This is an optimization exercise on Yosys and OpenROAD, whose aim is small area, not a production implementation. RTL that was checked went through simulation tests only; none was proved equivalent to the original. No activity file was given, so power comes from the tool's default toggle rates.

## timetag_top
module timetag_top (
	input  wire                     clk,
	input  wire                     rst,
	input  wire [7:0]               cmd_data,
	input  wire                     cmd_wr,
	input  wire [4-1:0]  detectors,
	output logic [4-1:0] laser_en,
	output logic                    rec_valid,
	output logic [31:0]             rec_data
);
clock: 5.0 ns
lec_check: 0
cap_margin: 0
core_margin: 2
core_utilization: 75
gpl_timing_driven: 0
slew_margin: 0
standard.sh (not shown) runs the stock make flow with config.mk's settings and CLKGATE_MAP_FILE= SYNTH_SCRIPT=/design/flow/synth_recipe.tcl, a recipe that flattens the netlist after the stock synthesis.
==> flow/flow/run.sh <==
#!/bin/bash
# Layout flow: the standard ORFS flow with an area-oriented ABC mapping
# script, a coarser clock tree and small port buffers. Every other step is
# the standard one.
set -euo pipefail
HERE=$PWD
FLOWDIR=$HERE/flow

# Synthesis script: the standard flow's, with the final ABC call using our script
{
	head -n 1 synth_recipe.tcl
	cat <<'TCL'
proc abc {args} {
  set i [lsearch -exact $args -script]
  if { $i >= 0 } { lset args [expr {$i + 1}] $::env(MY_ABC_SCRIPT) }
  yosys abc {*}$args
}
TCL
	tail -n +2 synth_recipe.tcl
} > my_synth.tcl
export MY_ABC_SCRIPT=$FLOWDIR/abc_area.script

MAKELINE=$(grep '^make ' standard.sh)
MAKELINE=${MAKELINE//SYNTH_SCRIPT=$HERE\/synth_recipe.tcl/SYNTH_SCRIPT=$HERE\/my_synth.tcl}
MAKELINE=${MAKELINE%\"\$\{@:-finish\}\"}
echo "$MAKELINE" > make_cmd.txt

EXTRA=()
if [[ -f $FLOWDIR/extra.sh ]]; then source $FLOWDIR/extra.sh; fi

eval "$MAKELINE" '"${EXTRA[@]}"' finish > make.log 2>&1

RES=$(sed -n 's/.*WORK_HOME=\([^ ]*\).*/\1/p' make_cmd.txt)/results/sky130hd/timetag_top/base
: # left out here: write the final layout as DEF
==> flow/flow/abc_area.script <==
strash
dc2
dch
amap -F 10 -A 10
strash
dch
amap -F 10 -A 10
topo
stime -c
dnsize -c
==> flow/flow/extra.sh <==
EXTRA=(
	"ADDER_MAP_FILE="
	"CTS_ARGS=-sink_clustering_enable -repair_clock_nets -sink_clustering_size 10 -sink_clustering_max_diameter 50 -dont_use_dummy_load -buf_list sky130_fd_sc_hd__clkbuf_4"
	"BUFFER_PORTS_ARGS=-buffer_cell sky130_fd_sc_hd__buf_1"
)
The baseline died in detailed placement (DPL-0033).
==> next run, changes <==
==> flow/flow/abc_area.script (replaced) <==
strash
dc2
dch
amap -F 10 -A 10
topo
stime -c
dnsize -c
With this change the flow ran to the end with no violations.
Synthesized area rises by about 0.38%.
Synthesized cell count falls by about 1%.
No run of this note included a check of the RTL's function; only the layout flow was run.

========
timetag_top, a different RTL version from the one above (not shown whole).
For scale: ~1000 cells after synthesis, roughly 330 flip-flops, roughly 52 I/O pins.
==> flow/config.mk <==
export PLATFORM = sky130hd
export DESIGN_NAME = timetag_top
export DESIGN_NICKNAME = timetag_top
export VERILOG_FILES = /design/flow/design.v
export SDC_FILE = /design/flow/constraint.sdc
export NUM_CORES = 4
export LEC_CHECK = 0
export CAP_MARGIN = 0
export CORE_MARGIN = 2
export CORE_UTILIZATION = 60
export SLEW_MARGIN = 0
==> flow/constraint.sdc <==
create_clock -name core_clock -period 5.0 [get_ports {clk}]
set_input_delay 1.0000 -clock core_clock [delete_from_list [all_inputs] [get_ports {clk}]]
set_output_delay 1.0000 -clock core_clock [all_outputs]
set_load 0.01 [all_outputs]
==> flow/flow/abc_area.script <==
strash
dc2
dch
amap -F 10 -A 10
topo
stime -c
dnsize -c
==> flow/flow/extra.sh <==
EXTRA=(
	"ADDER_MAP_FILE="
	"CTS_ARGS=-sink_clustering_enable -repair_clock_nets -sink_clustering_size 16 -sink_clustering_max_diameter 60 -dont_use_dummy_load -buf_list sky130_fd_sc_hd__clkbuf_8"
	"BUFFER_PORTS_ARGS=-buffer_cell sky130_fd_sc_hd__buf_1"
)
Scripts as last shown in full above: flow/flow/run.sh
Rerun with:
Settings changed: GPL_TIMING_DRIVEN set to 0.
Outcome: Clock-buffer cell count stays the same. Core utilization shrinks by 0.42 points. Die area stays the same.
Rerun with:
==> flow/flow/abc_area.script (replaced) <==
strash
dch -f
amap
topo
stime -c
dnsize -c
==> flow/flow/extra.sh (replaced) <==
EXTRA=(
	"ADDER_MAP_FILE="
	"CTS_ARGS=-sink_clustering_enable -repair_clock_nets -sink_clustering_size 24 -sink_clustering_max_diameter 100 -dont_use_dummy_load"
	"BUFFER_PORTS_ARGS=-buffer_cell sky130_fd_sc_hd__buf_1"
)
Settings changed: CAP_MARGIN 0 to 20, GPL_TIMING_DRIVEN 0 to unset, SLEW_MARGIN 0 to 20.
After rerunning:
- synthesized cell count climbs by 4.0%
- setup slack improves by 0.0066 ns
- power climbs by 5.2%
- combinational power climbs by 17%
- routed wire length climbs by 18%
Rerun with:
==> flow/flow/abc_area.script (replaced) <==
strash
dch -f
amap
&get -n
&st
&dch -f
&nf -a
&put
topo
stime -c
dnsize -c
Settings changed: CORE_UTILIZATION 60 to 40.
The new run went through all stages and came out clean; design area goes up by 1.4%; total power grows by 6.0%; flip-flop and latch count stays the same; via count is lower by 7.0%; die area increases by 49%; worst setup slack gets worse by 0.24 ns.

========
Another version of the RTL of timetag_top (not shown whole).
Size: ~970 cells after synthesis, about 330 flip-flops, roughly 52 I/O pins, ~12,000 um2 of cells after synthesis.
Settings: LEC_CHECK=0, CAP_MARGIN=0, CORE_MARGIN=2, CORE_UTILIZATION=75, GPL_TIMING_DRIVEN=0, SLEW_MARGIN=0; clock period 5.0 ns.
==> flow/flow/abc_area.script <==
strash
dc2
dch
amap -F 10 -A 10
topo
stime -c
dnsize -c
==> flow/flow/extra.sh <==
EXTRA=(
	"ADDER_MAP_FILE="
	"CTS_ARGS=-sink_clustering_enable -repair_clock_nets -sink_clustering_size 10 -sink_clustering_max_diameter 50 -dont_use_dummy_load -buf_list sky130_fd_sc_hd__clkbuf_4"
	"BUFFER_PORTS_ARGS=-buffer_cell sky130_fd_sc_hd__buf_1"
)
Scripts as last shown in full above: flow/flow/run.sh
The first run ran to the end with no violations.
==> next run, changes <==
CORE_UTILIZATION = 60   (was 75)
What happened:
- The new run completed without violations
- combinational power is about the same
- total power came out higher by 0.82%
- routed wire length came out higher by 5.3%
- count of clock-buffer cells in the layout came out higher by 1
- synthesized cell count stays the same
- worst hold slack gains 0.027 ns
- die area came out higher by 24%
- via count came out lower by 3.1%
- global-route usage came out lower by 3.6 points
- cell area came out higher by 0.87%

afterwards: timing with drivers on the ports:
No port has a modelled driver above. Below, the same layouts with a new extraction and two added sets of constraints.
Step 1: set_driving_cell puts a clkbuf_16 on clk and a buf_2 on each other input, an assumption about the parent block.
Step 2 moves the port delays by t, midway between the first and last clock arrival at a register: inputs arrive t later, outputs are due t later. That takes back most of the time a late clock gives input paths.
Three values: ideal ports, drivers, drivers and shift; two values: the first two.
run	t, ns	slack for setup (ns)	worst setup path at the end
the second run of note 1	0.646	0.294 / 0.256 / 0.638	register to register
the first run of note 2	0.579	0.522 / 0.482 / 1.061	register to output
the second run of note 2	0.566	0.522 / 0.479 / 0.753	register to register
the third run of note 2	0.538	0.529 / 0.481 / 0.934	register to register
the fourth run of note 2	0.542	0.285 / 0.235 / 0.777	register to output
the first run of note 3	0.642	0.436 / 0.398 / 0.482	register to register
the second run of note 3	0.664	0.540 / 0.500 / 0.946	register to register
After both steps setup and hold are still met in every run listed.
